Context: an optimization exercise on an open-source flow, tuned for small area, a short achievable clock period and few clock cycles. The choices shown serve that exercise and are no tape-out recipe.
Function was checked by simulation only, so behaviour that the tests miss may differ from the original.
In every run shown here, the design's own scripts or RTL, not TritonCTS, make the clock network.
The flow treats the clock pin as an ideal source. Dropping or thinning the clock tree relies on that and would not hold on a real chip.
Power figures rest on the tool's default switching activity, not on a simulated workload.

### config.mk
export PLATFORM = sky130hd
export DESIGN_NAME = dsc_top
export DESIGN_NICKNAME = dsc_top
export VERILOG_FILES = /design/flow/design.v
export SDC_FILE = /design/flow/constraint.sdc
export NUM_CORES = 4
export LEC_CHECK = 0
export CAP_MARGIN = 20
export CORE_MARGIN = 2
export CORE_UTILIZATION = 75
export CTS_BUF_LIST = sky130_fd_sc_hd__clkbuf_16
export CTS_CLUSTER_DIAMETER = 100
export CTS_CLUSTER_SIZE = 30
export PLACE_DENSITY = 0.85
export SLEW_MARGIN = 20
### constraint.sdc
create_clock -name core_clock -period 12.0 [get_ports {clk}]
set_input_delay 2.4000 -clock core_clock [delete_from_list [all_inputs] [get_ports {clk}]]
set_output_delay 2.4000 -clock core_clock [all_outputs]
set_load 0.01 [all_outputs]
### design.v
package dsc_pkg;
	localparam int PX_W     = 16;
	localparam int PX_FRAC  = 12;
	localparam int WG_W     = 8;
	localparam int WG_FRAC  = 7;
	localparam int RELU_MAX = 6 << PX_FRAC;
	localparam int KX    = 3;
	localparam int KY    = 3;
	localparam int NPAR  = 2;
	localparam int NNP   = 2;
	localparam int POS_W = $clog2(NPAR + 1);
	localparam int WIN_N = KX * KY * NPAR;
	localparam int TOX_MAX     = 4;
	localparam int TOY_MAX     = 4;
	localparam int MAX_NOF     = 4;
	localparam int TIX         = 9;
	localparam int TIY         = 9;
	localparam int FMINT_PLANE = TIX * TIY;
	localparam int FMO_PLANE   = TOX_MAX * TOY_MAX;
	localparam int FMINT_DEPTH = NPAR * FMINT_PLANE;
	localparam int FMO_DEPTH   = MAX_NOF * FMO_PLANE;
	localparam int KDW_DEPTH   = WIN_N;
	localparam int KPW_DEPTH   = NNP * MAX_NOF;
	localparam int FMINT_AW = $clog2(FMINT_DEPTH);
	localparam int FMO_AW   = $clog2(FMO_DEPTH);
	localparam int KDW_AW   = $clog2(KDW_DEPTH);
	localparam int KPW_AW   = $clog2(KPW_DEPTH);
	localparam int NOF_W    = $clog2(MAX_NOF + 1);
	localparam int TILE_W   = $clog2(TOX_MAX + 1);
endpackage
module dsc_mac_s16 (
	input  logic [15:0] x,
	input  logic [3:0]  one,
	input  logic [3:0]  two,
	input  logic [3:0]  neg,
	output logic [15:0] ya,
	output logic [15:0] yb,
	output logic        c7
);
	wire p1 = ((one[0] & x[0])) ^ neg[0];
	wire p2 = ((one[0] & x[1]) | (two[0] & x[0])) ^ neg[0];
	wire p3 = ((one[0] & x[2]) | (two[0] & x[1])) ^ neg[0];
	wire p4 = ((one[0] & x[3]) | (two[0] & x[2])) ^ neg[0];
	wire p5 = ((one[0] & x[4]) | (two[0] & x[3])) ^ neg[0];
	wire p6 = ((one[0] & x[5]) | (two[0] & x[4])) ^ neg[0];
	wire p7 = ((one[0] & x[6]) | (two[0] & x[5])) ^ neg[0];
	wire p8 = ((one[0] & x[7]) | (two[0] & x[6])) ^ neg[0];
	wire p9 = ((one[0] & x[8]) | (two[0] & x[7])) ^ neg[0];
	wire p10 = ((one[0] & x[9]) | (two[0] & x[8])) ^ neg[0];
	wire p11 = ((one[0] & x[10]) | (two[0] & x[9])) ^ neg[0];
	wire p12 = ((one[0] & x[11]) | (two[0] & x[10])) ^ neg[0];
	wire p13 = ((one[0] & x[12]) | (two[0] & x[11])) ^ neg[0];
	wire p14 = ((one[0] & x[13]) | (two[0] & x[12])) ^ neg[0];
	wire p15 = ((one[0] & x[14]) | (two[0] & x[13])) ^ neg[0];
	wire p16 = ((one[0] & x[15]) | (two[0] & x[14])) ^ neg[0];
	wire p17 = ((one[0] & x[15]) | (two[0] & x[15])) ^ neg[0];
	wire p18 = ~p17;
	wire p19 = ((one[1] & x[0])) ^ neg[1];
	wire p20 = ((one[1] & x[1]) | (two[1] & x[0])) ^ neg[1];
	wire p21 = ((one[1] & x[2]) | (two[1] & x[1])) ^ neg[1];
	wire p22 = ((one[1] & x[3]) | (two[1] & x[2])) ^ neg[1];
	wire p23 = ((one[1] & x[4]) | (two[1] & x[3])) ^ neg[1];
	wire p24 = ((one[1] & x[5]) | (two[1] & x[4])) ^ neg[1];
	wire p25 = ((one[1] & x[6]) | (two[1] & x[5])) ^ neg[1];
	wire p26 = ((one[1] & x[7]) | (two[1] & x[6])) ^ neg[1];
	wire p27 = ((one[1] & x[8]) | (two[1] & x[7])) ^ neg[1];
	wire p28 = ((one[1] & x[9]) | (two[1] & x[8])) ^ neg[1];
	wire p29 = ((one[1] & x[10]) | (two[1] & x[9])) ^ neg[1];
	wire p30 = ((one[1] & x[11]) | (two[1] & x[10])) ^ neg[1];
	wire p31 = ((one[1] & x[12]) | (two[1] & x[11])) ^ neg[1];
	wire p32 = ((one[1] & x[13]) | (two[1] & x[12])) ^ neg[1];
	wire p33 = ((one[1] & x[14]) | (two[1] & x[13])) ^ neg[1];
	wire p34 = ((one[1] & x[15]) | (two[1] & x[14])) ^ neg[1];
	wire p35 = ((one[1] & x[15]) | (two[1] & x[15])) ^ neg[1];
	wire p36 = ~p35;
	wire p37 = ((one[2] & x[0])) ^ neg[2];
	wire p38 = ((one[2] & x[1]) | (two[2] & x[0])) ^ neg[2];
	wire p39 = ((one[2] & x[2]) | (two[2] & x[1])) ^ neg[2];
	wire p40 = ((one[2] & x[3]) | (two[2] & x[2])) ^ neg[2];
	wire p41 = ((one[2] & x[4]) | (two[2] & x[3])) ^ neg[2];
	wire p42 = ((one[2] & x[5]) | (two[2] & x[4])) ^ neg[2];
	wire p43 = ((one[2] & x[6]) | (two[2] & x[5])) ^ neg[2];
	wire p44 = ((one[2] & x[7]) | (two[2] & x[6])) ^ neg[2];
	wire p45 = ((one[2] & x[8]) | (two[2] & x[7])) ^ neg[2];
	wire p46 = ((one[2] & x[9]) | (two[2] & x[8])) ^ neg[2];
	wire p47 = ((one[2] & x[10]) | (two[2] & x[9])) ^ neg[2];
	wire p48 = ((one[2] & x[11]) | (two[2] & x[10])) ^ neg[2];
	wire p49 = ((one[2] & x[12]) | (two[2] & x[11])) ^ neg[2];
	wire p50 = ((one[2] & x[13]) | (two[2] & x[12])) ^ neg[2];
	wire p51 = ((one[2] & x[14]) | (two[2] & x[13])) ^ neg[2];
	wire p52 = ((one[2] & x[15]) | (two[2] & x[14])) ^ neg[2];
	wire p53 = ((one[2] & x[15]) | (two[2] & x[15])) ^ neg[2];
	wire p54 = ~p53;
	wire p55 = ((one[3] & x[0])) ^ neg[3];
	wire p56 = ((one[3] & x[1]) | (two[3] & x[0])) ^ neg[3];
	wire p57 = ((one[3] & x[2]) | (two[3] & x[1])) ^ neg[3];
	wire p58 = ((one[3] & x[3]) | (two[3] & x[2])) ^ neg[3];
	wire p59 = ((one[3] & x[4]) | (two[3] & x[3])) ^ neg[3];
	wire p60 = ((one[3] & x[5]) | (two[3] & x[4])) ^ neg[3];
	wire p61 = ((one[3] & x[6]) | (two[3] & x[5])) ^ neg[3];
	wire p62 = ((one[3] & x[7]) | (two[3] & x[6])) ^ neg[3];
	wire p63 = ((one[3] & x[8]) | (two[3] & x[7])) ^ neg[3];
	wire p64 = ((one[3] & x[9]) | (two[3] & x[8])) ^ neg[3];
	wire p65 = ((one[3] & x[10]) | (two[3] & x[9])) ^ neg[3];
	wire p66 = ((one[3] & x[11]) | (two[3] & x[10])) ^ neg[3];
	wire p67 = ((one[3] & x[12]) | (two[3] & x[11])) ^ neg[3];
	wire p68 = ((one[3] & x[13]) | (two[3] & x[12])) ^ neg[3];
	wire p69 = ((one[3] & x[14]) | (two[3] & x[13])) ^ neg[3];
	wire p70 = ((one[3] & x[15]) | (two[3] & x[14])) ^ neg[3];
	wire p71 = ((one[3] & x[15]) | (two[3] & x[15])) ^ neg[3];
	wire p72 = ~p71;
	wire s73 = p7 ^ p23 ^ p39;
	wire c74 = (p7 & p23) | (p39 & (p7 ^ p23));
	wire s75 = p8 ^ p24;
	wire c76 = p8 & p24;
	wire s77 = p9 ^ p25;
	wire c78 = p9 & p25;
	wire s79 = p10 ^ p26;
	wire c80 = p10 & p26;
	wire s81 = p11 ^ p27;
	wire c82 = p11 & p27;
	wire s83 = p12 ^ p28;
	wire c84 = p12 & p28;
	wire s85 = p13 ^ p29;
	wire c86 = p13 & p29;
	wire s87 = p14 ^ p30;
	wire c88 = p14 & p30;
	wire s89 = p15 ^ p31;
	wire c90 = p15 & p31;
	wire s91 = p16 ^ p32;
	wire c92 = p16 & p32;
	wire s93 = p18 ^ p33 ^ p49;
	wire c94 = (p18 & p33) | (p49 & (p18 ^ p33));
	wire s95 = p34 ^ p50;
	wire c96 = p34 & p50;
	wire s97 = p5 ^ p21;
	wire c98 = p5 & p21;
	wire s99 = p6 ^ p22;
	wire c100 = p6 & p22;
	wire s101 = p55 ^ neg[3] ^ 1'b1;
	wire c102 = (p55 & neg[3]) | (1'b1 & (p55 ^ neg[3]));
	wire s103 = p40 ^ p56 ^ c74;
	wire c104 = (p40 & p56) | (c74 & (p40 ^ p56));
	wire s105 = p41 ^ p57 ^ c76;
	wire c106 = (p41 & p57) | (c76 & (p41 ^ p57));
	wire s107 = p42 ^ p58 ^ c78;
	wire c108 = (p42 & p58) | (c78 & (p42 ^ p58));
	wire s109 = p43 ^ p59 ^ c80;
	wire c110 = (p43 & p59) | (c80 & (p43 ^ p59));
	wire s111 = p44 ^ p60 ^ c82;
	wire c112 = (p44 & p60) | (c82 & (p44 ^ p60));
	wire s113 = p45 ^ p61 ^ c84;
	wire c114 = (p45 & p61) | (c84 & (p45 ^ p61));
	wire s115 = p46 ^ p62 ^ c86;
	wire c116 = (p46 & p62) | (c86 & (p46 ^ p62));
	wire s117 = p47 ^ p63 ^ c88;
	wire c118 = (p47 & p63) | (c88 & (p47 ^ p63));
	wire s119 = p48 ^ p64 ^ c90;
	wire c120 = (p48 & p64) | (c90 & (p48 ^ p64));
	wire s121 = p65 ^ 1'b1 ^ c92;
	wire c122 = (p65 & 1'b1) | (c92 & (p65 ^ 1'b1));
	wire s123 = p66 ^ 1'b1 ^ c94;
	wire c124 = (p66 & 1'b1) | (c94 & (p66 ^ 1'b1));
	wire s125 = p36 ^ p51 ^ p67;
	wire c126 = (p36 & p51) | (p67 & (p36 ^ p51));
	wire s127 = p52 ^ p68;
	wire c128 = p52 & p68;
	wire s129 = p3 ^ p19;
	wire c130 = p3 & p19;
	wire s131 = p4 ^ p20;
	wire c132 = p4 & p20;
	wire s133 = p37 ^ neg[2] ^ s97;
	wire c134 = (p37 & neg[2]) | (s97 & (p37 ^ neg[2]));
	wire s135 = p38 ^ c98 ^ s99;
	wire c136 = (p38 & c98) | (s99 & (p38 ^ c98));
	wire s137 = c100 ^ s101 ^ s73;
	wire c138 = (c100 & s101) | (s73 & (c100 ^ s101));
	wire s139 = c102 ^ s75 ^ s103;
	wire c140 = (c102 & s75) | (s103 & (c102 ^ s75));
	wire s141 = s77 ^ c104 ^ s105;
	wire c142 = (s77 & c104) | (s105 & (s77 ^ c104));
	wire s143 = s79 ^ c106 ^ s107;
	wire c144 = (s79 & c106) | (s107 & (s79 ^ c106));
	wire s145 = s81 ^ c108 ^ s109;
	wire c146 = (s81 & c108) | (s109 & (s81 ^ c108));
	wire s147 = s83 ^ c110 ^ s111;
	wire c148 = (s83 & c110) | (s111 & (s83 ^ c110));
	wire s149 = s85 ^ c112 ^ s113;
	wire c150 = (s85 & c112) | (s113 & (s85 ^ c112));
	wire s151 = s87 ^ c114 ^ s115;
	wire c152 = (s87 & c114) | (s115 & (s87 ^ c114));
	wire s153 = s89 ^ c116 ^ s117;
	wire c154 = (s89 & c116) | (s117 & (s89 ^ c116));
	wire s155 = s91 ^ c118 ^ s119;
	wire c156 = (s91 & c118) | (s119 & (s91 ^ c118));
	wire s157 = s93 ^ c120 ^ s121;
	wire c158 = (s93 & c120) | (s121 & (s93 ^ c120));
	wire s159 = s95 ^ c122 ^ s123;
	wire c160 = (s95 & c122) | (s123 & (s95 ^ c122));
	wire s161 = s125 ^ c96 ^ c124;
	wire c162 = (s125 & c96) | (c124 & (s125 ^ c96));
	wire s163 = 1'b1 ^ c126 ^ s127;
	wire c164 = (1'b1 & c126) | (s127 & (1'b1 ^ c126));
	wire s165 = p54 ^ p69 ^ c128;
	wire c166 = (p54 & p69) | (c128 & (p54 ^ p69));
	wire s167 = p70 ^ 1'b1;
	wire c168 = p70 & 1'b1;
	wire [22:0] ra = {c168, c166, c164, c162, c160, c158, c156, c154, c152, c150, c148, c146, c144, c142, c140, c138, c136, c134, c132, c130, s129, p2, p1};
	wire [22:0] rb = {p72, s167, s165, s163, s161, s159, s157, s155, s153, s151, s149, s147, s145, s143, s141, s139, s137, s135, s133, s131, neg[1], 1'b0, neg[0]};
	wire [7:0] lo = {1'b0, ra[6:0]} + {1'b0, rb[6:0]};
	assign ya = ra[22:7];
	assign yb = rb[22:7];
	assign c7 = lo[7];
endmodule
module dsc_mac_u15a (
	input  logic [15:0] x,
	input  logic [3:0]  one,
	input  logic [3:0]  two,
	input  logic [3:0]  neg,
	input  logic [15:0] a,
	output logic [15:0] ya,
	output logic [15:0] yb,
	output logic        c7
);
	wire p1 = ((one[0] & x[0])) ^ neg[0];
	wire p2 = ((one[0] & x[1]) | (two[0] & x[0])) ^ neg[0];
	wire p3 = ((one[0] & x[2]) | (two[0] & x[1])) ^ neg[0];
	wire p4 = ((one[0] & x[3]) | (two[0] & x[2])) ^ neg[0];
	wire p5 = ((one[0] & x[4]) | (two[0] & x[3])) ^ neg[0];
	wire p6 = ((one[0] & x[5]) | (two[0] & x[4])) ^ neg[0];
	wire p7 = ((one[0] & x[6]) | (two[0] & x[5])) ^ neg[0];
	wire p8 = ((one[0] & x[7]) | (two[0] & x[6])) ^ neg[0];
	wire p9 = ((one[0] & x[8]) | (two[0] & x[7])) ^ neg[0];
	wire p10 = ((one[0] & x[9]) | (two[0] & x[8])) ^ neg[0];
	wire p11 = ((one[0] & x[10]) | (two[0] & x[9])) ^ neg[0];
	wire p12 = ((one[0] & x[11]) | (two[0] & x[10])) ^ neg[0];
	wire p13 = ((one[0] & x[12]) | (two[0] & x[11])) ^ neg[0];
	wire p14 = ((one[0] & x[13]) | (two[0] & x[12])) ^ neg[0];
	wire p15 = ((one[0] & x[14]) | (two[0] & x[13])) ^ neg[0];
	wire p16 = ((two[0] & x[14])) ^ neg[0];
	wire p17 = (1'b0) ^ neg[0];
	wire p18 = ~p17;
	wire p19 = ((one[1] & x[0])) ^ neg[1];
	wire p20 = ((one[1] & x[1]) | (two[1] & x[0])) ^ neg[1];
	wire p21 = ((one[1] & x[2]) | (two[1] & x[1])) ^ neg[1];
	wire p22 = ((one[1] & x[3]) | (two[1] & x[2])) ^ neg[1];
	wire p23 = ((one[1] & x[4]) | (two[1] & x[3])) ^ neg[1];
	wire p24 = ((one[1] & x[5]) | (two[1] & x[4])) ^ neg[1];
	wire p25 = ((one[1] & x[6]) | (two[1] & x[5])) ^ neg[1];
	wire p26 = ((one[1] & x[7]) | (two[1] & x[6])) ^ neg[1];
	wire p27 = ((one[1] & x[8]) | (two[1] & x[7])) ^ neg[1];
	wire p28 = ((one[1] & x[9]) | (two[1] & x[8])) ^ neg[1];
	wire p29 = ((one[1] & x[10]) | (two[1] & x[9])) ^ neg[1];
	wire p30 = ((one[1] & x[11]) | (two[1] & x[10])) ^ neg[1];
	wire p31 = ((one[1] & x[12]) | (two[1] & x[11])) ^ neg[1];
	wire p32 = ((one[1] & x[13]) | (two[1] & x[12])) ^ neg[1];
	wire p33 = ((one[1] & x[14]) | (two[1] & x[13])) ^ neg[1];
	wire p34 = ((two[1] & x[14])) ^ neg[1];
	wire p35 = (1'b0) ^ neg[1];
	wire p36 = ~p35;
	wire p37 = ((one[2] & x[0])) ^ neg[2];
	wire p38 = ((one[2] & x[1]) | (two[2] & x[0])) ^ neg[2];
	wire p39 = ((one[2] & x[2]) | (two[2] & x[1])) ^ neg[2];
	wire p40 = ((one[2] & x[3]) | (two[2] & x[2])) ^ neg[2];
	wire p41 = ((one[2] & x[4]) | (two[2] & x[3])) ^ neg[2];
	wire p42 = ((one[2] & x[5]) | (two[2] & x[4])) ^ neg[2];
	wire p43 = ((one[2] & x[6]) | (two[2] & x[5])) ^ neg[2];
	wire p44 = ((one[2] & x[7]) | (two[2] & x[6])) ^ neg[2];
	wire p45 = ((one[2] & x[8]) | (two[2] & x[7])) ^ neg[2];
	wire p46 = ((one[2] & x[9]) | (two[2] & x[8])) ^ neg[2];
	wire p47 = ((one[2] & x[10]) | (two[2] & x[9])) ^ neg[2];
	wire p48 = ((one[2] & x[11]) | (two[2] & x[10])) ^ neg[2];
	wire p49 = ((one[2] & x[12]) | (two[2] & x[11])) ^ neg[2];
	wire p50 = ((one[2] & x[13]) | (two[2] & x[12])) ^ neg[2];
	wire p51 = ((one[2] & x[14]) | (two[2] & x[13])) ^ neg[2];
	wire p52 = ((two[2] & x[14])) ^ neg[2];
	wire p53 = (1'b0) ^ neg[2];
	wire p54 = ~p53;
	wire p55 = ((one[3] & x[0])) ^ neg[3];
	wire p56 = ((one[3] & x[1]) | (two[3] & x[0])) ^ neg[3];
	wire p57 = ((one[3] & x[2]) | (two[3] & x[1])) ^ neg[3];
	wire p58 = ((one[3] & x[3]) | (two[3] & x[2])) ^ neg[3];
	wire p59 = ((one[3] & x[4]) | (two[3] & x[3])) ^ neg[3];
	wire p60 = ((one[3] & x[5]) | (two[3] & x[4])) ^ neg[3];
	wire p61 = ((one[3] & x[6]) | (two[3] & x[5])) ^ neg[3];
	wire p62 = ((one[3] & x[7]) | (two[3] & x[6])) ^ neg[3];
	wire p63 = ((one[3] & x[8]) | (two[3] & x[7])) ^ neg[3];
	wire p64 = ((one[3] & x[9]) | (two[3] & x[8])) ^ neg[3];
	wire p65 = ((one[3] & x[10]) | (two[3] & x[9])) ^ neg[3];
	wire p66 = ((one[3] & x[11]) | (two[3] & x[10])) ^ neg[3];
	wire p67 = ((one[3] & x[12]) | (two[3] & x[11])) ^ neg[3];
	wire p68 = ((one[3] & x[13]) | (two[3] & x[12])) ^ neg[3];
	wire p69 = ((one[3] & x[14]) | (two[3] & x[13])) ^ neg[3];
	wire p70 = ((two[3] & x[14])) ^ neg[3];
	wire p71 = (1'b0) ^ neg[3];
	wire p72 = ~p71;
	wire s73 = p7 ^ p23 ^ p39;
	wire c74 = (p7 & p23) | (p39 & (p7 ^ p23));
	wire s75 = p8 ^ p24;
	wire c76 = p8 & p24;
	wire s77 = p9 ^ p25;
	wire c78 = p9 & p25;
	wire s79 = p10 ^ p26;
	wire c80 = p10 & p26;
	wire s81 = p11 ^ p27;
	wire c82 = p11 & p27;
	wire s83 = p12 ^ p28;
	wire c84 = p12 & p28;
	wire s85 = p13 ^ p29;
	wire c86 = p13 & p29;
	wire s87 = p14 ^ p30;
	wire c88 = p14 & p30;
	wire s89 = p15 ^ p31;
	wire c90 = p15 & p31;
	wire s91 = p16 ^ p32;
	wire c92 = p16 & p32;
	wire s93 = p18 ^ p33 ^ p49;
	wire c94 = (p18 & p33) | (p49 & (p18 ^ p33));
	wire s95 = p34 ^ p50;
	wire c96 = p34 & p50;
	wire s97 = p5 ^ p21;
	wire c98 = p5 & p21;
	wire s99 = p6 ^ p22;
	wire c100 = p6 & p22;
	wire s101 = p55 ^ neg[3] ^ 1'b1;
	wire c102 = (p55 & neg[3]) | (1'b1 & (p55 ^ neg[3]));
	wire s103 = p40 ^ p56 ^ c74;
	wire c104 = (p40 & p56) | (c74 & (p40 ^ p56));
	wire s105 = p41 ^ p57 ^ c76;
	wire c106 = (p41 & p57) | (c76 & (p41 ^ p57));
	wire s107 = p42 ^ p58 ^ c78;
	wire c108 = (p42 & p58) | (c78 & (p42 ^ p58));
	wire s109 = p43 ^ p59 ^ c80;
	wire c110 = (p43 & p59) | (c80 & (p43 ^ p59));
	wire s111 = p44 ^ p60 ^ c82;
	wire c112 = (p44 & p60) | (c82 & (p44 ^ p60));
	wire s113 = p45 ^ p61 ^ c84;
	wire c114 = (p45 & p61) | (c84 & (p45 ^ p61));
	wire s115 = p46 ^ p62 ^ c86;
	wire c116 = (p46 & p62) | (c86 & (p46 ^ p62));
	wire s117 = p47 ^ p63 ^ c88;
	wire c118 = (p47 & p63) | (c88 & (p47 ^ p63));
	wire s119 = p48 ^ p64 ^ c90;
	wire c120 = (p48 & p64) | (c90 & (p48 ^ p64));
	wire s121 = p65 ^ 1'b1 ^ c92;
	wire c122 = (p65 & 1'b1) | (c92 & (p65 ^ 1'b1));
	wire s123 = p66 ^ 1'b1 ^ c94;
	wire c124 = (p66 & 1'b1) | (c94 & (p66 ^ 1'b1));
	wire s125 = p36 ^ p51 ^ p67;
	wire c126 = (p36 & p51) | (p67 & (p36 ^ p51));
	wire s127 = p52 ^ p68;
	wire c128 = p52 & p68;
	wire s129 = p3 ^ p19;
	wire c130 = p3 & p19;
	wire s131 = p4 ^ p20;
	wire c132 = p4 & p20;
	wire s133 = p37 ^ neg[2] ^ s97;
	wire c134 = (p37 & neg[2]) | (s97 & (p37 ^ neg[2]));
	wire s135 = p38 ^ c98 ^ s99;
	wire c136 = (p38 & c98) | (s99 & (p38 ^ c98));
	wire s137 = c100 ^ s101 ^ s73;
	wire c138 = (c100 & s101) | (s73 & (c100 ^ s101));
	wire s139 = c102 ^ s75 ^ s103;
	wire c140 = (c102 & s75) | (s103 & (c102 ^ s75));
	wire s141 = s77 ^ c104 ^ s105;
	wire c142 = (s77 & c104) | (s105 & (s77 ^ c104));
	wire s143 = s79 ^ c106 ^ s107;
	wire c144 = (s79 & c106) | (s107 & (s79 ^ c106));
	wire s145 = s81 ^ c108 ^ s109;
	wire c146 = (s81 & c108) | (s109 & (s81 ^ c108));
	wire s147 = s83 ^ c110 ^ s111;
	wire c148 = (s83 & c110) | (s111 & (s83 ^ c110));
	wire s149 = s85 ^ c112 ^ s113;
	wire c150 = (s85 & c112) | (s113 & (s85 ^ c112));
	wire s151 = s87 ^ c114 ^ s115;
	wire c152 = (s87 & c114) | (s115 & (s87 ^ c114));
	wire s153 = s89 ^ c116 ^ s117;
	wire c154 = (s89 & c116) | (s117 & (s89 ^ c116));
	wire s155 = s91 ^ c118 ^ s119;
	wire c156 = (s91 & c118) | (s119 & (s91 ^ c118));
	wire s157 = s93 ^ c120 ^ s121;
	wire c158 = (s93 & c120) | (s121 & (s93 ^ c120));
	wire s159 = s95 ^ c122 ^ s123;
	wire c160 = (s95 & c122) | (s123 & (s95 ^ c122));
	wire s161 = s125 ^ c96 ^ c124;
	wire c162 = (s125 & c96) | (c124 & (s125 ^ c96));
	wire s163 = 1'b1 ^ c126 ^ s127;
	wire c164 = (1'b1 & c126) | (s127 & (1'b1 ^ c126));
	wire s165 = p54 ^ p69 ^ c128;
	wire c166 = (p54 & p69) | (c128 & (p54 ^ p69));
	wire s167 = p70 ^ 1'b1;
	wire c168 = p70 & 1'b1;
	wire s169 = c138 ^ s139 ^ a[0];
	wire c170 = (c138 & s139) | (a[0] & (c138 ^ s139));
	wire s171 = c140 ^ s141 ^ a[1];
	wire c172 = (c140 & s141) | (a[1] & (c140 ^ s141));
	wire s173 = c142 ^ s143 ^ a[2];
	wire c174 = (c142 & s143) | (a[2] & (c142 ^ s143));
	wire s175 = c144 ^ s145 ^ a[3];
	wire c176 = (c144 & s145) | (a[3] & (c144 ^ s145));
	wire s177 = c146 ^ s147 ^ a[4];
	wire c178 = (c146 & s147) | (a[4] & (c146 ^ s147));
	wire s179 = c148 ^ s149 ^ a[5];
	wire c180 = (c148 & s149) | (a[5] & (c148 ^ s149));
	wire s181 = c150 ^ s151 ^ a[6];
	wire c182 = (c150 & s151) | (a[6] & (c150 ^ s151));
	wire s183 = c152 ^ s153 ^ a[7];
	wire c184 = (c152 & s153) | (a[7] & (c152 ^ s153));
	wire s185 = c154 ^ s155 ^ a[8];
	wire c186 = (c154 & s155) | (a[8] & (c154 ^ s155));
	wire s187 = c156 ^ s157 ^ a[9];
	wire c188 = (c156 & s157) | (a[9] & (c156 ^ s157));
	wire s189 = c158 ^ s159 ^ a[10];
	wire c190 = (c158 & s159) | (a[10] & (c158 ^ s159));
	wire s191 = c160 ^ s161 ^ a[11];
	wire c192 = (c160 & s161) | (a[11] & (c160 ^ s161));
	wire s193 = c162 ^ s163 ^ a[12];
	wire c194 = (c162 & s163) | (a[12] & (c162 ^ s163));
	wire s195 = c164 ^ s165 ^ a[13];
	wire c196 = (c164 & s165) | (a[13] & (c164 ^ s165));
	wire s197 = c166 ^ s167 ^ a[14];
	wire c198 = (c166 & s167) | (a[14] & (c166 ^ s167));
	wire s199 = c168 ^ p72 ^ a[15];
	wire c200 = (c168 & p72) | (a[15] & (c168 ^ p72));
	wire [22:0] ra = {c198, c196, c194, c192, c190, c188, c186, c184, c182, c180, c178, c176, c174, c172, c170, s169, c136, c134, c132, c130, s129, p2, p1};
	wire [22:0] rb = {s199, s197, s195, s193, s191, s189, s187, s185, s183, s181, s179, s177, s175, s173, s171, 1'b0, s137, s135, s133, s131, neg[1], 1'b0, neg[0]};
	wire [7:0] lo = {1'b0, ra[6:0]} + {1'b0, rb[6:0]};
	assign ya = ra[22:7];
	assign yb = rb[22:7];
	assign c7 = lo[7];
endmodule
import dsc_pkg::*;
module dsc_top (
	input  logic clk,
	input  logic rst,
	input  logic start,
	input  logic S,
	input  logic first_par,
	input  logic [dsc_pkg::NOF_W-1:0] nof,
	input  logic [dsc_pkg::TILE_W-1:0] tox_n,
	input  logic [dsc_pkg::TILE_W-1:0] toy_n,
	input  logic signed [dsc_pkg::PX_W-1:0] fmint_data,
	input  logic signed [dsc_pkg::PX_W-1:0] fmo_data,
	input  logic signed [dsc_pkg::WG_W-1:0] kdw_data,
	input  logic signed [dsc_pkg::WG_W-1:0] kpw_data,
	input  logic [dsc_pkg::POS_W-1:0] kpw_pos,
	output logic [dsc_pkg::FMINT_AW-1:0] fmint_addr,
	output logic [dsc_pkg::FMO_AW-1:0] fmo_addr,
	output logic [dsc_pkg::KDW_AW-1:0] kdw_addr,
	output logic [dsc_pkg::KPW_AW-1:0] kpw_addr,
	output logic write,
	output logic finish,
	output logic signed [dsc_pkg::PX_W-1:0] res
);
	localparam int DW_LAT = 2;
	localparam int PW_LAT = 2;
	localparam int K_LAST = WIN_N - 1;
	logic       s_q;
	logic [2:0] nof_q;
	always_ff @(posedge clk) begin
		s_q   <= S;
		nof_q <= nof;
	end
	logic       busy;
	logic [4:0] k;      
	logic [1:0] tx;
	logic [1:0] ty;
	logic       issued_last;
	logic       pix_seen;
	logic [7:0] step;
	logic       tx_end;
	logic       ty_end;
	logic st7, st61, stpx;
	logic [4:0] k_nx;
	function automatic logic [4:0] wn(input logic [4:0] kk);
		wn = 5'(K_LAST) - kk;
	endfunction
	assign k_nx = (k == 5'd0) ? 5'(K_LAST) : k - 5'd1;
	always_ff @(posedge clk) begin
		st7  <= wn(k_nx) == 5'd2 || wn(k_nx) == 5'd5 || wn(k_nx) == 5'd11 || wn(k_nx) == 5'd14;
		st61 <= wn(k_nx) == 5'd8;
		stpx <= wn(k_nx) == 5'(K_LAST);
	end
	always_comb begin
		if (stpx) begin
			if (!tx_end)
				step = s_q ? 8'(2 - 101) : 8'(1 - 101);
			else if (s_q)
				step = 8'(18 - 101) - {5'd0, tx, 1'b0};
			else
				step = 8'(9 - 101) - {6'd0, tx};
		end else if (st61)
			step = 8'd61;
		else if (st7)
			step = 8'd7;
		else
			step = 8'd1;
	end
	always_ff @(posedge clk) begin
		tx_end <= ({1'b0, tx} + 3'd1) == tox_n;
		ty_end <= ({1'b0, ty} + 3'd1) == toy_n;
	end
	always_ff @(posedge clk) begin
		if (rst)
			kdw_addr <= '0;
		else if (!busy)
			kdw_addr <= start ? 5'd1 : 5'd0;
		else if (finish || kdw_addr == 5'(K_LAST))
			kdw_addr <= '0;
		else
			kdw_addr <= kdw_addr + 5'd1;
	end
	logic [3:0] q;
	logic [3:0] q_nx;
	logic       plast;
	logic       trig;
	logic k_trig, k_r0, k_r1, k_first;
	always_ff @(posedge clk) begin
		k_trig  <= wn(k_nx) == 5'(DW_LAT);
		k_r0    <= wn(k_nx) == 5'(10 + DW_LAT);
		k_r1    <= wn(k_nx) == 5'(1 + DW_LAT);
		k_first <= wn(k_nx) == 5'(DW_LAT + 1) || wn(k_nx) == 5'(10 + DW_LAT);
	end
	assign trig     = busy && pix_seen && (q == 4'd0) && k_trig;
	always_ff @(posedge clk) begin
		if (rst)
			kpw_addr <= '0;
		else if (trig || kpw_addr != 3'd0)
			kpw_addr <= kpw_addr + 3'd1;
	end
	logic [1:0] o_rd;
	logic [1:0] o_wr;
	logic       rd_set;
	logic       wr_set;
	logic [2:0] qh, qh_m1, qh_m2;
	logic       q_last;
	assign qh     = q[3:1];
	assign qh_m1  = qh - 3'd1;
	assign qh_m2  = qh - 3'd2;
	assign o_rd   = qh[1:0];
	assign o_wr   = qh_m2[1:0];
	assign rd_set = q[0] && (qh < nof_q);
	assign wr_set = !q[0] && (qh >= 3'd2) && (qh_m2 < nof_q);
	assign q_last = q[0] && (qh_m1 == nof_q);
	always_ff @(posedge clk or posedge rst) begin
		if (rst) begin
			busy <= 1'b0;
			k    <= 5'(K_LAST);
			q    <= '0;
		end else begin
			if (!busy) begin
				k <= 5'(K_LAST);
				if (start) begin
					busy <= 1'b1;
					k    <= 5'(K_LAST - 1);
				end
			end else if (finish) begin
				busy <= 1'b0;
				k    <= 5'(K_LAST);
			end else begin
				k <= k_nx;
			end
			q <= q_nx;
		end
	end
	always_comb begin
		if (q == 4'd0)
			q_nx = trig ? 4'd1 : 4'd0;
		else if (q_last)
			q_nx = '0;
		else
			q_nx = q + 4'd1;
	end
	always_ff @(posedge clk) begin
		if (rst) begin
			fmint_addr <= '0;
			write      <= 1'b0;
			finish     <= 1'b0;
		end else begin
			if (!busy)
				fmint_addr <= start ? 8'd1 : 8'd0;
			else if (finish)
				fmint_addr <= '0;
			else
				fmint_addr <= fmint_addr + step;
			write  <= wr_set;
			finish <= !q[0] && (qh != 3'd0) && (qh_m1 == nof_q) && plast;
		end
	end
	always_ff @(posedge clk) begin
		if (!busy) begin
			tx          <= '0;
			ty          <= '0;
			issued_last <= 1'b0;
			pix_seen    <= 1'b0;
			fmo_addr    <= '0;
		end else begin
			if (stpx) begin
				pix_seen <= 1'b1;
				if (tx_end) begin
					tx <= '0;
					ty <= ty + 1'b1;
					if (ty_end)
						issued_last <= 1'b1;
				end else begin
					tx <= tx + 1'b1;
				end
			end
			if (rd_set)
				fmo_addr[5:4] <= o_rd;
			if (wr_set)
				fmo_addr[5:4] <= o_wr;
			if (q_last)
				fmo_addr[3:0] <= fmo_addr[3:0] + 1'b1;
		end
		if (trig)
			plast <= issued_last;
	end
	function automatic logic [11:0] booth;
		input logic [7:0] w;
		logic [8:0] wx;
		logic [3:0] one, two, neg;
		begin
			wx = {w, 1'b0};
			for (int i = 0; i < 4; i++) begin
				one[i] = wx[2*i] ^ wx[2*i+1];
				two[i] = (wx[2*i+2] & ~wx[2*i+1] & ~wx[2*i]) | (~wx[2*i+2] & wx[2*i+1] & wx[2*i]);
				neg[i] = wx[2*i+2];
			end
			booth = {neg, two, one};
		end
	endfunction
	logic [PX_W-1:0] px_q;
	logic [11:0] bd_q;
	logic [15:0] dya, dyb, dya_q, dyb_q;
	logic dc7, dc7_q;
	logic [PX_W-1:0] acc;
	logic [PX_W-2:0] acc_relu;
	logic [PX_W-2:0] r0;
	logic [PX_W-2:0] r1;
	always_ff @(posedge clk) begin
		px_q <= fmint_data;
		bd_q <= booth(kdw_data);
	end
	dsc_mac_s16 i_dw_pp (
		.x(px_q), .one(bd_q[3:0]), .two(bd_q[7:4]), .neg(bd_q[11:8]),
		.ya(dya), .yb(dyb), .c7(dc7)
	);
	always_ff @(posedge clk) begin
		dya_q     <= dya;
		dyb_q     <= dyb;
		dc7_q     <= dc7;
		acc       <= (k_first ? '0 : acc) + dya_q + dyb_q + 16'(dc7_q);
	end
	always_comb begin
		if (acc[PX_W-1])
			acc_relu = '0;
		else if (acc >= PX_W'(RELU_MAX))
			acc_relu = (PX_W-1)'(RELU_MAX);
		else
			acc_relu = acc[PX_W-2:0];
	end
	logic [PX_W-2:0] r1_nx;
	assign r1_nx = k_r1 ? acc_relu : r1;
	always_ff @(posedge clk) begin
		if (k_r0)
			r0 <= acc_relu;
		r1 <= r1_nx;
	end
	logic [11:0] bp_q;
	logic [PX_W-2:0] tap_q;
	logic [PX_W-1:0] old;
	logic [15:0] pya, pyb, pya_q, pyb_q;
	logic pc7, pc7_q;
	logic sec_q;
	always_ff @(posedge clk) begin
		bp_q  <= booth(kpw_pos[1] ? 8'd0 : kpw_data);
		tap_q <= kpw_pos[0] ? r1_nx : r0;
	end
	logic old_en;
	always_ff @(posedge clk)
		old_en <= q_nx[0] && !first_par;
	assign old = old_en ? fmo_data : '0;
	dsc_mac_u15a i_pw_pp (
		.x({1'b0, tap_q}), .a(old), .one(bp_q[3:0]), .two(bp_q[7:4]), .neg(bp_q[11:8]),
		.ya(pya), .yb(pyb), .c7(pc7)
	);
	always_ff @(posedge clk) begin
		pya_q <= pya;
		pyb_q <= pyb;
		pc7_q <= pc7;
		sec_q <= q[0];
		res   <= (sec_q ? res : '0) + pya_q + pyb_q + 16'(pc7_q);
	end
endmodule
### flow/run.sh
#!/bin/bash
# Standard layout with three changes:
#  - plain buffers (instead of delay cells) on the ports,
#  - after CTS, the clock tree is rebuilt with three root buffers on the clock
#    port, each driving leaf buffers for clusters of at most 25 registers
#    (flow/post_cts.tcl, flow/mycts.tcl),
#  - then setup timing is repaired against a 3.2 ns target.
set -e
export BUFFER_PORTS_ARGS="-buffer_cell sky130_fd_sc_hd__buf_2"
export MYCTS_DIR="$PWD/flow"
export MYCTS_ROOTS=3
export MYCTS_SIZE=25
export MYCTS_MARGIN=8.8
export POST_CTS_TCL="$PWD/flow/post_cts.tcl"
bash standard.sh > standard.log 2>&1
### flow/mycts.tcl
# Replace the clock tree built by CTS with a two-level one: a root buffer
# driving one leaf buffer per cluster of clock sinks.
proc mycts_rebuild {} {
  set db [ord::get_db]
  set block [ord::get_db_block]
  set clkport [$block findBTerm clk]
  set clknet [$clkport getNet]
  set bufm [$db findMaster sky130_fd_sc_hd__clkbuf_16]
  # collect sinks: register clock pins anywhere in the current tree; remove tree cells
  set sinks {}
  set todo [list $clknet]
  set dead_insts {}
  set dead_nets {}
  while {[llength $todo]} {
    set net [lindex $todo 0]
    set todo [lrange $todo 1 end]
    foreach it [$net getITerms] {
      if {[$it isOutputSignal]} continue
      set inst [$it getInst]
      set mname [[$inst getMaster] getName]
      if {[string match "sky130_fd_sc_hd__clkbuf*" $mname] || [string match "sky130_fd_sc_hd__clkinv*" $mname] || [string match "sky130_fd_sc_hd__buf_*" $mname] || [string match "sky130_fd_sc_hd__inv_*" $mname]} {
        # a tree cell: follow its output
        lappend dead_insts $inst
        foreach o [$inst getITerms] {
          if {[$o isOutputSignal] && [$o getNet] ne "NULL"} {
            lappend todo [$o getNet]
            lappend dead_nets [$o getNet]
          }
        }
      } else {
        lappend sinks $it
      }
    }
  }
  puts "mycts: [llength $sinks] sinks, removing [llength $dead_insts] tree cells"
  foreach it $sinks { $it disconnect }
  foreach inst $dead_insts { odb::dbInst_destroy $inst }
  foreach net [lsort -unique $dead_nets] { odb::dbNet_destroy $net }
  # positions
  set pts {}
  foreach it $sinks {
    set bb [[$it getInst] getBBox]
    lappend pts [list [expr {([$bb xMin] + [$bb xMax]) / 2.0}] [expr {([$bb yMin] + [$bb yMax]) / 2.0}]]
  }
  set n [llength $pts]
  set k [expr {int(ceil($n / double($::env(MYCTS_SIZE))))}]
  # k-means, initialised along a space-filling order
  set order [lsort -real -index 0 [lmap p $pts i [lsearch -all $pts *] {list [lindex $p 0] [lindex $p 1]}]]
  set cents {}
  for {set c 0} {$c < $k} {incr c} {
    lappend cents [lindex $pts [expr {int(($c + 0.5) * $n / $k)}]]
  }
  set assign [lrepeat $n 0]
  for {set iter 0} {$iter < 50} {incr iter} {
    # capacity-limited assignment: points in order of their best distance
    set cap [expr {int(ceil($n / double($k))) + 2}]
    set cnt [lrepeat $k 0]
    set cand {}
    for {set i 0} {$i < $n} {incr i} {
      lassign [lindex $pts $i] x y
      set ds {}
      for {set c 0} {$c < $k} {incr c} {
        lassign [lindex $cents $c] cx cy
        lappend ds [list $c [expr {abs($x - $cx) + abs($y - $cy)}]]
      }
      set ds [lsort -real -index 1 $ds]
      lappend cand [list $i [lindex $ds 0 1] $ds]
    }
    foreach e [lsort -real -index 1 $cand] {
      lassign $e i best ds
      foreach d $ds {
        set c [lindex $d 0]
        if {[lindex $cnt $c] < $cap} {
          lset assign $i $c
          lset cnt $c [expr {[lindex $cnt $c] + 1}]
          break
        }
      }
    }
    set sx [lrepeat $k 0.0]; set sy [lrepeat $k 0.0]
    for {set i 0} {$i < $n} {incr i} {
      set c [lindex $assign $i]
      lset sx $c [expr {[lindex $sx $c] + [lindex $pts $i 0]}]
      lset sy $c [expr {[lindex $sy $c] + [lindex $pts $i 1]}]
    }
    for {set c 0} {$c < $k} {incr c} {
      if {[lindex $cnt $c] > 0} {
        lset cents $c [list [expr {[lindex $sx $c] / [lindex $cnt $c]}] [expr {[lindex $sy $c] / [lindex $cnt $c]}]]
      }
    }
  }
  # roots: the leaves split into MYCTS_ROOTS groups by position, one root
  # buffer at the centre of each group
  set nr $::env(MYCTS_ROOTS)
  if {$nr > $k} { set nr $k }
  set lorder [lsort -real -index 1 [lmap c $cents i [lsearch -all $cents *] {list $i [lindex $c 0]}]]
  set rootof [lrepeat $k 0]
  set per [expr {int(ceil($k / double($nr)))}]
  set j 0
  foreach e $lorder {
    lset rootof [lindex $e 0] [expr {$j / $per}]
    incr j
  }
  set rnets {}
  for {set r 0} {$r < $nr} {incr r} {
    set rx 0.0; set ry 0.0; set m 0
    for {set c 0} {$c < $k} {incr c} {
      if {[lindex $rootof $c] == $r} {
        set rx [expr {$rx + [lindex $cents $c 0]}]; set ry [expr {$ry + [lindex $cents $c 1]}]; incr m
      }
    }
    set rx [expr {int($rx / $m)}]; set ry [expr {int($ry / $m)}]
    set root [odb::dbInst_create $block $bufm mycts_root_$r]
    $root setLocation $rx $ry
    $root setPlacementStatus PLACED
    [$root findITerm A] connect $clknet
    set rnet [odb::dbNet_create $block mycts_root_net_$r]
    $rnet setSigType CLOCK
    [$root findITerm X] connect $rnet
    lappend rnets $rnet
  }
  for {set c 0} {$c < $k} {incr c} {
    set leaf [odb::dbInst_create $block $bufm mycts_leaf_$c]
    $leaf setLocation [expr {int([lindex $cents $c 0])}] [expr {int([lindex $cents $c 1])}]
    $leaf setPlacementStatus PLACED
    [$leaf findITerm A] connect [lindex $rnets [lindex $rootof $c]]
    set lnet [odb::dbNet_create $block mycts_leaf_net_$c]
    $lnet setSigType CLOCK
    [$leaf findITerm X] connect $lnet
    for {set i 0} {$i < $n} {incr i} {
      if {[lindex $assign $i] == $c} { [lindex $sinks $i] connect $lnet }
    }
    puts "mycts: leaf $c: [lindex $cnt $c] sinks"
  }
  $clknet setSigType CLOCK
}
### flow/post_cts.tcl
# Runs at the end of ORFS's CTS step (POST_CTS_TCL): replaces the clock tree
# with a shallower one (flow/mycts.tcl), then repairs setup timing against a
# tighter target than the clock period, and legalizes the placement again.
source $::env(MYCTS_DIR)/mycts.tcl
mycts_rebuild
detailed_placement
estimate_parasitics -placement
report_worst_slack -max
repair_timing -setup_margin $::env(MYCTS_MARGIN) -repair_tns 100 -verbose
detailed_placement
check_placement -verbose
estimate_parasitics -placement
report_worst_slack -max
report_worst_slack -min
### standard.sh
#!/bin/bash
# synth_recipe.tcl (not shown) runs the flow's synth.tcl, then flattens the netlist and writes it again
# the make line also repeats each setting of config.mk as NAME=value (left out here)
make -C /OpenROAD-flow-scripts/flow DESIGN_CONFIG=/design/flow/config.mk WORK_HOME=/design/flow/orfs CLKGATE_MAP_FILE= SYNTH_SCRIPT=/design/flow/synth_recipe.tcl "${@:-finish}"
==> impl_metrics.tcl, run 1 <==
set metrics [dict create \
    die_area_mm2 0.0205 \
    rows 50 \
    slew_headroom 0.294 \
    synth-edff-count 16 \
    path_max_fanout 15 \
    synth_nets 1696 \
    synth_seq_area_share 0.343 \
    vdd_drop_max_mv 0.157 \
    drtAntennaViolNets 0 \
    grt_pass1_vias 10200 \
    ys_ff_latch 238 \
    port_buffers 103 \
    finalCritPeriodShare 0.273 \
    clock_latency_ns 0.33 \
    tightest_slew_ns 1.06 \
    top_usage_layer "met2" \
    use_met3 0.0305 \
    start_util 0.770 \
    start_kind "flop" \
    final_cells 1719 \
    vias 10000 \
    grt_util_met1 0.339 \
    synth_area_per_cell_um2 10.2 \
    layout_setup_ws_ns 8.73 \
    synthAdderAreaFrac 0.232 \
    drt_wl_total_um 28300 \
    synth-simple-area-share 0.0882 \
    final_nets 1733 \
    skew_ns 0.0472 \
    setup_viol 0 \
    dp_hpwl_um 21600 \
    synth_top_family_by_area "adder cells" \
    drive_gt1_frac 0.132 \
    criticalPathCategory "flop to flop" \
    maxCapViolCount 0 \
    arrival_ns 3.47 \
    diodes 0 \
    rsz0062_at_grt "false" \
    core_area_mm2 0.0188 \
    fp.dieH_um 143 \
    end_kind "flop" \
    hold_violations 0 \
    clk_pin_slew_ns 0.09 \
    final_max_slew_viol_count 0 \
    synth-xor-area-share 0.116 \
    synth-async-reset-ratio 0.0420 \
    netlist_area_mm2 0.0145 \
    synthCells 1424 \
    num_io_pins 104 \
    wl_per_cell_um 16.4 \
    met2_usage 0.522 \
    grt_pass1_wl_um 46800 \
    critPathRequiredTime_ns 12.20 \
    nFillCells 1155 \
    yosys_warnings 1 \
    hold_class "flop to flop" \
    synth.distinct_cells 69 \
    max_freq_mhz 306 \
    seqCellArea_mm2 0.00501 \
    remaining_drc_errors 0 \
    track_usage 0.282 \
    grt_max_degree 27 \
    first_pass_iters 5 \
    cts.sinks 238 \
    place_ws_ns 8.56 \
    overflow 0 \
    antenna_found_initial 0 \
    area_growth_pct 6.26 \
    leakage_uw 0.00679 \
    fp.dieW_um 143 \
    finalCriticalPeriod_ns 3.27 \
    synth_mux_area_frac 0.0312 \
    place_inst 1701 \
    status "timing/DRC/antenna clean" \
    synth-main-ff-cell "dfxtp_1" \
    gp_congestion 0.932 \
    powerDensity_mw_per_mm2 306 \
    fin_setup_tns_ns 0 \
    multi_input_area_mm2 0.00862 \
    vias_per_cell 5.85 \
    drt_iter0_markers 631 \
    synth-compound-area-share 0.127 \
]
[Yosys cell counts (7+ instances only)]
cell type | count | area share
xnor2_1 | 141 | 0.085
o21ai_0 | 37 | 0.013
nor2_1 | 55 | 0.014
nand3_1 | 13 | 0.0045
nand2b_1 | 13 | 0.0056
nand3b_1 | 9 | 0.0047
a21o_1 | 11 | 0.0057
clkbuf_2 | 17 | 0.0059
and2_1 | 30 | 0.013
dfxtp_1 | 212 | 0.29
mux2i_1 | 8 | 0.0055
xor2_1 | 48 | 0.029
nor3_1 | 9 | 0.0031
fa_1 | 102 | 0.14
ha_1 | 106 | 0.091
dfrtp_1 | 8 | 0.014
o21bai_1 | 7 | 0.0036
clkbuf_1 | 56 | 0.014
a21oi_1 | 48 | 0.017
a22oi_1 | 115 | 0.060
mux2_2 | 33 | 0.026
a211oi_1 | 10 | 0.0052
nor2b_1 | 31 | 0.013
edfxtp_1 | 16 | 0.033
nand2_1 | 61 | 0.016
inv_1 | 143 | 0.037
[cells by family after synthesis]
kind of cell             after synthesis
AO/OA/AOI/OAI                        268
XOR/XNOR                             190
adder cells (fa/ha/maj)              208
buffers and inverters                231
flip-flops                           238
multiplexers                          41
AND/OR/NAND/NOR                      248
[area by class of cell]
class | instances | area share
inverter | 145 | 0.0356
sequential | 238 | 0.325
tap | 260 | 0.0211
multi-input combinational | 955 | 0.560
buffer | 13 | 0.0211
timing repair buffer | 108 | 0.0375
[final timing paths]
check	from	end	slack, ns	cells after the start
worst max-delay path	bp_q[5]$_DFF_P_	pya_q[0]$_DFF_P_	8.73	9
worst min-delay path	fmo_addr[4]$_SDFFE_PN0P_	fmo_addr[4]$_SDFFE_PN0P_	0.47	2
worst max register to register	bp_q[5]$_DFF_P_	pya_q[0]$_DFF_P_	8.73	9
worst min register to register	fmo_addr[4]$_SDFFE_PN0P_	fmo_addr[4]$_SDFFE_PN0P_	0.47	2
max in group asynchronous	rst	k[4]$_DFF_PP1_	9.56	2
min in group asynchronous	rst	busy$_DFF_PP0_	2.14	2
[through the flow]
stage / cell area, µm² / hold WS [ns] / total power (µW) / util
floorplan: 14500 / 0.409 / 3600 / -
global placement: 15000 / 0.423 / 4060 / 0.796
detailed placement: 15000 / 0.424 / 4240 / 0.796
global route: 15400 / 0.491 / 5170 / 0.818
finish: 15400 / 0.469 / 4720 / 0.818
[critical path, cell delays in order (launching register included)]
cell	delay (ns)
dfxtp_1	0.73
a22oi_1	0.16
xor2_1	0.19
fa_1	0.45
fa_1	0.49
inv_1	0.05
fa_1	0.47
inv_1	0.05
fa_1	0.50
inv_1	0.05
[layout by cell type (no fill, tap or decap), types with 30 or more instances in the layout]
cell type	synthesis	routed
dfxtp_1	212	189
inv_1	143	143
xnor2_1	141	141
a22oi_1	115	115
ha_1	106	106
fa_1	102	102
buf_2	6	99
nand2_1	61	61
nor2_1	55	55
a21oi_1	48	48
xor2_1	48	48
o21ai_0	37	37
mux2_2	33	33
nor2b_1	31	31
and2_1	30	30
[power by group]
part | leakage (µW) | internal [µW] | switching [µW]
Sequential | 0.00205 | 1150 | 270
Clock | 0.000160 | 195 | 230
Combinational | 0.00458 | 1320 | 1560
[state kept, by name, summed over array words and instances (netlist names), 15 cells and up]
name   flops
acc       16
dya_q     16
dyb_q     16
px_q      16
pya_q     16
pyb_q     15
r0        15
r1        15
res       16
tap_q     15
[routing by layer]
layer  up-vias  routed length [µm]
li1       4798                   -
met1      4862               11300
met2       330               14700
met3        59                1360
met4         0                 857
met5         -                   0
Testbench counts, summed over its fixed seeds: cycles 20,242.
==> inputs of run 2 (changes only) <==
--- a/config.mk
+++ b/config.mk
@@ -7,9 +7,9 @@
 export LEC_CHECK = 0
 export CAP_MARGIN = 20
 export CORE_MARGIN = 2
-export CORE_UTILIZATION = 75
+export CORE_UTILIZATION = 65
 export CTS_BUF_LIST = sky130_fd_sc_hd__clkbuf_16
 export CTS_CLUSTER_DIAMETER = 100
 export CTS_CLUSTER_SIZE = 30
-export PLACE_DENSITY = 0.85
+export PLACE_DENSITY = 0.75
 export SLEW_MARGIN = 20
==> run 2 against run 1 <==
  * Still clean
  * Register-to-register slack better by 0.03 ns
  * Worst setup slack better by 0.026 ns
  * Clock power about the same
  * Sequential share of layout area down 0.14 points
  * Largest cell class unchanged
==> impl_metrics.tcl, run 2 <==
set metrics [dict create \
    status "timing/DRC/antenna clean" \
    fp.dieW_um 153 \
    clk_pin_slew_ns 0.09 \
    area_growth_pct 6.63 \
    yosysTopAreaCellShare 0.293 \
    final_util 0.706 \
    hold_start "issued_last$_SDFFE_PN0P_" \
    vdd_drop_max_mv 0.193 \
    dp_hpwl_um 20900 \
    drt_wl_total_um 27300 \
    tightest_slew_ns 1.02 \
    rsz0062_at_grt "false" \
    critical_path.cell_chain "xor2_1, fa_1, fa_1, inv_1, fa_1, inv_1, fa_1, inv_1" \
    synth-async-reset-ratio 0.0420 \
    holdPathStages 0 \
    finalCritPeriodShare 0.270 \
    diodes 0 \
    antenna_found_initial 0 \
    arrival_ns 3.47 \
    remaining_drc_errors 0 \
    synth.distinct_cells 69 \
    max_freq_mhz 308 \
    fp.dieH_um 153 \
    p_switching_uw 2000 \
    hold_violations 0 \
    clockPowerShare 0.091 \
    drt_iter0_markers 700 \
    synth.most_common_cell "dfxtp_1" \
    drtAntennaViolNets 0 \
    num_io_pins 104 \
    critPathSlowestCell "dfxtp_1" \
    synth-main-ff-cell "dfxtp_1" \
    switching_share 0.430 \
    synthCells 1424 \
    clock_latency_ns 0.32 \
    grt_pass1_vias 9813 \
    core_area_mm2 0.0219 \
    synth_seq_area_share 0.343 \
    critical_path.max_stage_delay_ns 0.88 \
    vias 9851 \
    start_util 0.662 \
    hold_end "plast$_DFFE_PP_" \
    comb_power_share 0.604 \
    synth-edff-count 16 \
    synth.largest_area_cell "dfxtp_1" \
    final_cells 1740 \
    netlist_area_mm2 0.0145 \
    leakage_uw 0.00680 \
    finalCriticalPeriod_ns 3.24 \
    maxCapViolCount 0 \
    end_kind "flop" \
    track_usage 0.236 \
    powerDensity_mw_per_mm2 301 \
    synth_area_per_cell_um2 10.2 \
    slew_headroom 0.317 \
    criticalPathCategory "flop to flop" \
    final_max_slew_viol_count 0 \
    hold_class "flop to flop" \
    rrSetupSlack_ns 8.76 \
    post_dp_cell_area_mm2 0.0150 \
    grt_pass1_wl_um 46600 \
    overflow 0 \
    start_kind "flop" \
    rows 54 \
    skew_ns 0.0431 \
    seqPwrFrac 0.305 \
    yosys_warnings 1 \
    power.internal_uw 2650 \
    wl_per_cell_um 15.7 \
    reg2reg_to "pya_q[0]$_DFF_P_" \
    multi_input_area_mm2 0.00862 \
    first_pass_iters 5 \
    die_area_mm2 0.0235 \
    final_cell_area_mm2 0.0155 \
    seqCellArea_mm2 0.00500 \
    crit_top_cell "fa_1" \
    drive_gt1_frac 0.132 \
    cts.sinks 238 \
    worst_r2r_startpoint "bp_q[8]$_DFF_P_" \
    final_nets 1734 \
    nFillCells 1672 \
    port_buffers 103 \
    fin_setup_tns_ns 0 \
    setup_viol 0 \
    rr_worst_depth 8 \
    vias_per_cell 5.66 \
    path_max_fanout 16 \
    layout_commonest_cell "dfxtp_1" \
    layout_common_cells "190 x dfxtp_1, 143 x inv_1, 141 x xnor2_1" \
    place_inst 1721 \
    synth_area_leaders "dfxtp_1 29%, fa_1 14%, ha_1 9.1%" \
    grt_max_degree 27 \
    gp_congestion 0.905 \
    ys_ff_latch 238 \
    fin_hold_ws_ns 0.445 \
    synth_nets 1696 \
    critPathRequiredTime_ns 12.23 \
    synthTopCellsByCount "212 x dfxtp_1, 143 x inv_1, 141 x xnor2_1" \
]
[run 2: per-stage QoR]
| stage | power [µW] | setup WS [ns] |
|---|---|---|
| floorplan | 3600 | 8.55 |
| global placement | 4090 | 8.63 |
| detailed placement | 4200 | 8.60 |
| global route | 5150 | 8.59 |
| finish | 4650 | 8.76 |
[run 2: worst max path at each step]
stage | endpoint | from | slack (ns)
final | pya_q[0]$_DFF_P_ | bp_q[8]$_DFF_P_ | 8.76
after global routing | pya_q[0]$_DFF_P_ | bp_q[8]$_DFF_P_ | 8.59
after detailed placement | fmint_addr[3]$_SDFF_PP0_ | rst | 8.60
after global placement | fmint_addr[3]$_SDFF_PP0_ | rst | 8.63
after floorplan | tap_q[10]$_DFF_P_ | kpw_pos[0] | 8.55
[run 2: per-layer routing]
metal	vias up	track usage	wire (µm)
li1	4801	-	-
met1	4779	0.310	12100
met2	235	0.422	13600
met3	36	0.0269	1200
met4	0	0.0502	493
met5	-	0	0
[run 2: logic make-up after synthesis]
group,after synthesis,share of synthesized area
XOR/XNOR,190,0.116
AND/OR/NAND/NOR,248,0.0882
adder cells (fa/ha/maj),208,0.232
AO/OA/AOI/OAI,268,0.127
multiplexers,41,0.0312
buffers and inverters,231,0.0621
flip-flops,238,0.343
[run 2: layout make-up]
class                           instances  area share
Timing Repair Buffer                  109      0.0395
Tap cell                              280      0.0227
Buffer                                 13      0.0210
Sequential cell                       238       0.324
Multi-Input combinational cell        955       0.558
Inverter                              145      0.0354
[run 2: critical path: cells and delay by family (launching register included)]
kind                     cells  cell delay [ns]
adder cells (fa/ha/maj)      4             1.93
flip-flops                   1             0.88
XOR/XNOR                     1             0.21
buffers and inverters        3             0.14
[run 2: power groups by stage]
stage	Combinational [µW]	Sequential, µW	Clock (µW)
after floorplan	2290	1310	0
after global placement	2670	1420	0
after detailed placement	2770	1430	0
after global routing	3220	1460	465
final	2810	1420	423
==> inputs of run 3 (changes only) <==
==> flow/run.sh (replaced) <==
#!/bin/bash
# Standard layout with three changes:
#  - plain buffers (instead of delay cells) on the ports,
#  - after CTS, the clock tree is rebuilt with four root buffers on the clock
#    port, each driving leaf buffers for clusters of at most 20 registers
#    (flow/post_cts.tcl, flow/mycts.tcl),
#  - then setup timing is repaired against a 3.15 ns target.
set -e
export BUFFER_PORTS_ARGS="-buffer_cell sky130_fd_sc_hd__buf_2"
export MYCTS_DIR="$PWD/flow"
export MYCTS_ROOTS=4
export MYCTS_SIZE=20
export MYCTS_MARGIN=8.85
export POST_CTS_TCL="$PWD/flow/post_cts.tcl"
bash standard.sh > standard.log 2>&1
==> run 3 against run 2 <==
  * Synthesized cell count unchanged
  * Combinational power rose by 2%
  * Largest power group unchanged
  * Die area unchanged
  * Clock power grew 12%
  * Sequential power hardly changed
  * Fmax up 1.9%
==> impl_metrics.tcl, run 3 <==
set metrics [dict create \
    status "timing/DRC/antenna clean" \
    fin_setup_tns_ns 0 \
    clock_latency_ns 0.30 \
    synth.distinct_cells 69 \
    cts.sinks 238 \
    track_usage 0.241 \
    crit_top_cell "fa_1" \
    grt_pass1_vias 9934 \
    critPathRequiredTime_ns 12.21 \
    synth.most_common_cell "dfxtp_1" \
    antenna_found_initial 0 \
    synth-main-ff-cell "dfxtp_1" \
    core_area_mm2 0.0219 \
    place_inst 1721 \
    slew_headroom 0.327 \
    power_uw 4760 \
    synth-edff-count 16 \
    synth_area_leaders "dfxtp_1 29%, fa_1 14%, ha_1 9.1%" \
    yosysTopAreaCellShare 0.293 \
    hold_violations 0 \
    first_pass_iters 6 \
    fp.dieH_um 153 \
    critical_path.cell_chain "a22oi_1, xnor2_1, fa_1, fa_1, inv_1, fa_1, inv_1, fa_1, inv_1" \
    wl_per_cell_um 15.8 \
    hold_class "flop to flop" \
    final_nets 1749 \
    finalCritPeriodShare 0.265 \
    tightest_slew_ns 1.01 \
    synth_area_per_cell_um2 10.2 \
    fp.dieW_um 153 \
    num_io_pins 104 \
    area_growth_pct 8.73 \
    yosys_warnings 1 \
    final_cells 1755 \
    die_area_mm2 0.0235 \
    powerDensity_mw_per_mm2 302 \
    synth.largest_area_cell "dfxtp_1" \
    synthTopCellsByCount "212 x dfxtp_1, 143 x inv_1, 141 x xnor2_1" \
    vias_per_cell 5.66 \
    critPathLaunch "bp_q[2]$_DFF_P_" \
    drtAntennaViolNets 0 \
    grt_max_degree 23 \
    end_kind "flop" \
    start_kind "flop" \
    leakage_uw 0.00692 \
    drt_iter0_markers 696 \
    synth-async-reset-ratio 0.0420 \
    critPathSlowestCell "dfxtp_1" \
    final_max_slew_viol_count 0 \
    hold_start "issued_last$_SDFFE_PN0P_" \
    maxCapViolCount 0 \
    criticalPathCategory "flop to flop" \
    overflow 0 \
    arrival_ns 3.39 \
    layout_common_cells "173 x dfxtp_1, 143 x inv_1, 141 x xnor2_1" \
    drive_gt1_frac 0.152 \
    vias 9928 \
    dp_hpwl_um 20900 \
    rsz0062_at_grt "false" \
    nFillCells 1637 \
    ys_ff_latch 238 \
    skew_ns 0.0109 \
    netlist_area_mm2 0.0145 \
    synth_nets 1696 \
    remaining_drc_errors 0 \
    setup_viol 0 \
    clk_pin_slew_ns 0.08 \
    diodes 0 \
    vdd_drop_max_mv 0.223 \
    worst_r2r_startpoint "bp_q[2]$_DFF_P_" \
    final_util 0.720 \
    start_util 0.662 \
    layout_commonest_cell "dfxtp_1" \
    path_max_fanout 15 \
    port_buffers 103 \
    finalCriticalPeriod_ns 3.18 \
    drt_wl_total_um 27800 \
    critical_path.max_stage_delay_ns 0.72 \
    grt_pass1_wl_um 47300 \
    synth_seq_area_share 0.343 \
    max_freq_mhz 314 \
    rows 54 \
    gp_congestion 0.905 \
    synthCells 1424 \
]
-- run 3: area by class of cell --
type / count / area, µm² / share of cell area
Buffer: 16 / 400 / 0.0254
Inverter: 145 / 548 / 0.0348
Multi-Input combinational cell: 955 / 8620 / 0.547
Sequential cell: 238 / 5030 / 0.319
Tap cell: 280 / 350 / 0.0222
Timing Repair Buffer: 121 / 820 / 0.0520
-- run 3: metrics by stage --
stage | setup slack (ns) | hold WS (ns) | area, µm²
6_report | 8.82 | 0.447 | 15800
3_5_place_dp | 8.60 | 0.422 | 15000
5_1_grt | 8.68 | 0.477 | 15800
3_3_place_gp | 8.63 | 0.418 | 15000
2_1_floorplan | 8.55 | 0.409 | 14500
-- run 3: logic make-up after synthesis --
group / synth area share
flip-flops: 0.343
AO/OA/AOI/OAI: 0.127
buffers and inverters: 0.0621
XOR/XNOR: 0.116
multiplexers: 0.0312
AND/OR/NAND/NOR: 0.0882
adder cells (fa/ha/maj): 0.232
-- run 3: metal layers --
layer,GRT usage,vias up,part of all wire
met5,0,-,0
met4,0.0629,0,0.023
met3,0.0250,38,0.039
met2,0.430,236,0.50
met1,0.314,4823,0.44
li1,-,4831,-
-- run 3: critical path: cells and delay by family, from the launching register on --
kind                     cells  cell delay [ns]
flip-flops                   1             0.72
XOR/XNOR                     1             0.18
adder cells (fa/ha/maj)      4             1.84
AO/OA/AOI/OAI                1             0.21
buffers and inverters        3             0.14
-- run 3: final timing paths --
check                                   end  slack [ns]  cells after the start
hold / removal              plast$_DFFE_PP_        0.45                      0
hold reg to reg             plast$_DFFE_PP_        0.45                      0
max in group asynchronous    k[0]$_DFF_PP1_        9.55                      2
min in group asynchronous    q[1]$_DFF_PP0_        2.15                      2
setup / recovery           pya_q[0]$_DFF_P_        8.82                      9
setup reg to reg           pya_q[0]$_DFF_P_        8.82                      9
-- run 3: where the power goes --
group	total, µW	internal (µW)	switching (µW)
clock	475	239	236
combinational	2860	1340	1520
sequential	1430	1160	271
total	4760	2740	2020

[separate check: timing with driven ports]
How much do the figures lean on ideal ports? The routed layouts below were timed once more, with nothing changed but the port constraints.
Step 1 (the two cells are an assumption about what drives the block):
set clk [get_ports {clk}]
set_driving_cell -lib_cell sky130_fd_sc_hd__clkbuf_16 $clk
set_driving_cell -lib_cell sky130_fd_sc_hd__buf_2 [delete_from_list [all_inputs] $clk]
Step 2 also shifts input and output timing later by t, the mid clock arrival at the registers, as if the neighbouring blocks saw the same clock.
Three values: ideal ports, drivers, drivers and shift; two values: the first two.
| run | shift t [ns] | setup WS [ns] | hold WS [ns] | latest minus earliest clock arrival (ns) | worst slew at a driven data input, ns |
|---|---|---|---|---|---|
| run 1 | 0.382 | 8.730 / 8.730 / 8.570 | 0.469 / 0.469 / 0.469 | 0.048 / 0.048 | 0.05 |
| run 2 | 0.379 | 8.755 / 8.729 / 8.639 | 0.445 / 0.445 / 0.445 | 0.048 / 0.049 | 0.06 |
| run 3 | 0.384 | 8.817 / 8.746 / 8.626 | 0.447 / 0.447 / 0.447 | 0.016 / 0.016 | 0.07 |
After both steps every run listed still meets setup and hold. For run 3, which loses most, drivers alone change the setup slack by -0.071 ns; drivers and shift together by -0.191 ns.
